Context: an optimization exercise on an open-source flow, tuned for small area. The choices shown serve that exercise and are no tape-out recipe. Power and IR drop assume default switching activity.

==> job 2475 <==
// mips_cpu_bus
module mips_cpu_bus (
    input  logic        clk,
    input  logic        rst_n,
    output logic        active,
    output logic [31:0] register_v0,
    input  logic        waitrequest,
    input  logic [31:0] readdata,
    output logic [31:0] address,
    output logic        write,
    output logic        read,
    output logic [31:0] writedata,
    output logic [3:0]  byteenable
);
==> flow/config.mk <==
export PLATFORM = sky130hd
export DESIGN_NAME = mips_cpu_bus
export DESIGN_NICKNAME = mips_cpu_bus
export VERILOG_FILES = /design/flow/design.v
export SDC_FILE = /design/flow/constraint.sdc
export NUM_CORES = 4
export LEC_CHECK = 0
export CAP_MARGIN = 40
export CORE_MARGIN = 2
export CORE_UTILIZATION = 60
export CTS_CLUSTER_DIAMETER = 100
export CTS_CLUSTER_SIZE = 30
export SLEW_MARGIN = 40
==> flow/constraint.sdc <==
create_clock -name core_clock -period 15.0 [get_ports {clk}]
set_input_delay 3.0000 -clock core_clock [delete_from_list [all_inputs] [get_ports {clk}]]
set_output_delay 3.0000 -clock core_clock [all_outputs]
set_load 0.01 [all_outputs]
run.sh (not shown) runs the stock make flow with config.mk's settings and CLKGATE_MAP_FILE= SYNTH_SCRIPT=/design/flow/synth_recipe.tcl, a recipe that flattens the netlist after the stock synthesis.
==> job 2398 (differences from job 2475) <==
CORE_UTILIZATION = 40   (was 60)
CTS_CLUSTER_SIZE = 24   (was 30)
==> impl_metrics.ini <==
[run_status]
run_status = no timing/DRC/antenna violations

[finish]
nClkBuffers = 62
fillerInstances = 6791

[placed_design]
post-dp-hpwl_um = 39100

[pwr]
share_of_total_power_in_combinational_logic = 0.013
total_power_uw = 4710
p_leak_uw = 0.0131

[detailed_routing]
dr_wl_met2_um = 24600

[sta]
tightest_slew_ns = 0.841
final_critical_path_setup_slack_ns = 6.04

[grt]
grt.met2_usage = 0.218
global_route_wire_length_before_repair_um = 86800

[worst_setup_path]
timing.reg2reg.setup_slack_ns = 9.17
rr_worst_depth = 20

[worst_hold_path]
holdCritStartpoint = regs[8][7]

[floorplan]
initial_core_util = 0.404
-- figures above: job 2398

==> impl_metrics.ini <==
[finish]
fillerInstances = 3558
nClkBuffers = 49

[pwr]
share_of_total_power_in_combinational_logic = 0.014
p_leak_uw = 0.0130
total_power_uw = 4590

[grt]
grt.met2_usage = 0.352

[detailed_routing]
dr_wl_met2_um = 26500

[run_status]
run_status = no timing/DRC/antenna violations

[sta]
tightest_slew_ns = 0.799

[worst_setup_path]
timing.reg2reg.setup_slack_ns = 9.05
rr_worst_depth = 17

[floorplan]
initial_core_util = 0.609
ios = 138

[placed_design]
post-dp-hpwl_um = 39600

[worst_hold_path]
holdCritStartpoint = regs[22][5]
-- figures above: job 2475

Function was not checked in any run of this note: the RTL went through the layout flow alone.

* * *

==> inputs of maple <==
Another version of the RTL of mips_cpu_bus (not shown whole).
Settings: LEC_CHECK=0, ABC_AREA=1, CAP_MARGIN=40, CORE_MARGIN=2, CORE_UTILIZATION=60, CTS_CLUSTER_DIAMETER=100, CTS_CLUSTER_SIZE=30, SLEW_MARGIN=40; clock period 15.0 ns.
standard.sh (not shown) runs the stock make flow with config.mk's settings and CLKGATE_MAP_FILE= SYNTH_SCRIPT=/design/flow/synth_recipe.tcl, a recipe that flattens the netlist after the stock synthesis.
==> flow/flow/run.sh <==
#!/bin/bash
# The standard layout with two changes:
#  - synthesis maps the logic with an area-only ABC script (abc_area.script
#    here: no buffering or gate upsizing for speed) instead of ORFS's own;
#    ORFS's scripts are copied unchanged and only that file is replaced;
#  - each port is buffered by the smallest buffer cell.
set -euo pipefail
rm -rf scripts_area
cp -r "$FLOW_HOME/scripts" scripts_area
cp flow/abc_area.script scripts_area/abc_area.script
export BUFFER_PORTS_ARGS="-buffer_cell sky130_fd_sc_hd__buf_1"
bash standard.sh SCRIPTS_DIR="$PWD/scripts_area" finish > standard.log 2>&1
==> flow/flow/abc_area.script <==
strash
ifraig
dc2
resub -K 8 -N 2
&get -n
&st
&syn2
&dch
&put
amap -m
topo
==> nickel (differences from maple) <==
==> flow/flow/run.sh (replaced) <==
#!/bin/bash
# The standard layout, with each port buffered by the smallest buffer cell
# instead of the one buffer_ports picks by default.
set -euo pipefail
export BUFFER_PORTS_ARGS="-buffer_cell sky130_fd_sc_hd__buf_1"
bash standard.sh > standard.log 2>&1
Settings changed: ABC_AREA 1 to default, CORE_UTILIZATION 60 to 70, CTS_CLUSTER_DIAMETER 100 to 70, CTS_CLUSTER_SIZE 30 to 32, PLACE_DENSITY from default to 0.75.
removed: flow/flow/abc_area.script
==> metrics.md <==
| Metric | Value |
|---|---|
| Sequential power share | `67.7%` |
| Largest net degree at the start of global routing | `48` |
| Comb power | `0.0000735 W` |
| Status | `no timing/DRC/antenna violations` |
| Core area | `46400 µm²` |
| FF+latch area | `22600 µm²` |
| Routed WL | `57600 µm` |
| Wire per inst | `20.5 µm` |
| Combinational Power Share | `1.7%` |
The numbers above come from maple.

==> metrics.md <==
| Metric | Value |
|---|---|
| Status | `no timing/DRC/antenna violations` |
| Core area | `41100 µm²` |
| FF+latch area | `22600 µm²` |
| Gpl congestion | `0.901` |
| ClkCell Share | `4.12%` |
| Layout area overhead | `6.00%` |
| Clock buffer depth | `3` |
| Mux share of post-synthesis cell area | `8.54%` |
| Routed WL | `65200 µm` |
| Comb power | `0.000114 W` |
| Sequential power share | `66.7%` |
| Combinational Power Share | `2.4%` |
| Wire per inst | `25.3 µm` |
The numbers above come from nickel.

No run of this note included a check of the RTL's function; only the layout flow was run.

separate check: timing with driven ports:
The results above use ideal ports. As a check the final layouts listed here were re-extracted and re-timed, cells and wires unchanged. Step 1 sets driving cells, clkbuf_16 on the clock port and buf_2 on the other inputs (assumed; they add their load-dependent delay and slew). Step 2 also shifts input and output timing later by t, the mid clock arrival at the registers, as if the neighbouring blocks saw the same clock. Slacks: ideal / step 1 / step 2; pairs: ideal / step 1.
| run | t (ns) | slack for setup (ns) | worst setup path after step 2 | clock arrival spread, ns | cell pins on the clock port's net |
|---|---|---|---|---|---|
| job 2475 | 0.666 | 5.984 / 5.924 / 6.591 | register to output | 0.048 / 0.047 | 1 |
| job 2398 | 0.682 | 6.040 / 5.977 / 6.659 | register to output | 0.030 / 0.030 | 1 |
| maple | 0.654 | 4.685 / 4.630 / 5.284 | register to output | 0.040 / 0.040 | 1 |
| nickel | 0.668 | 5.964 / 5.904 / 6.573 | register to output | 0.053 / 0.053 | 1 |
After both steps every run listed still meets setup and hold.
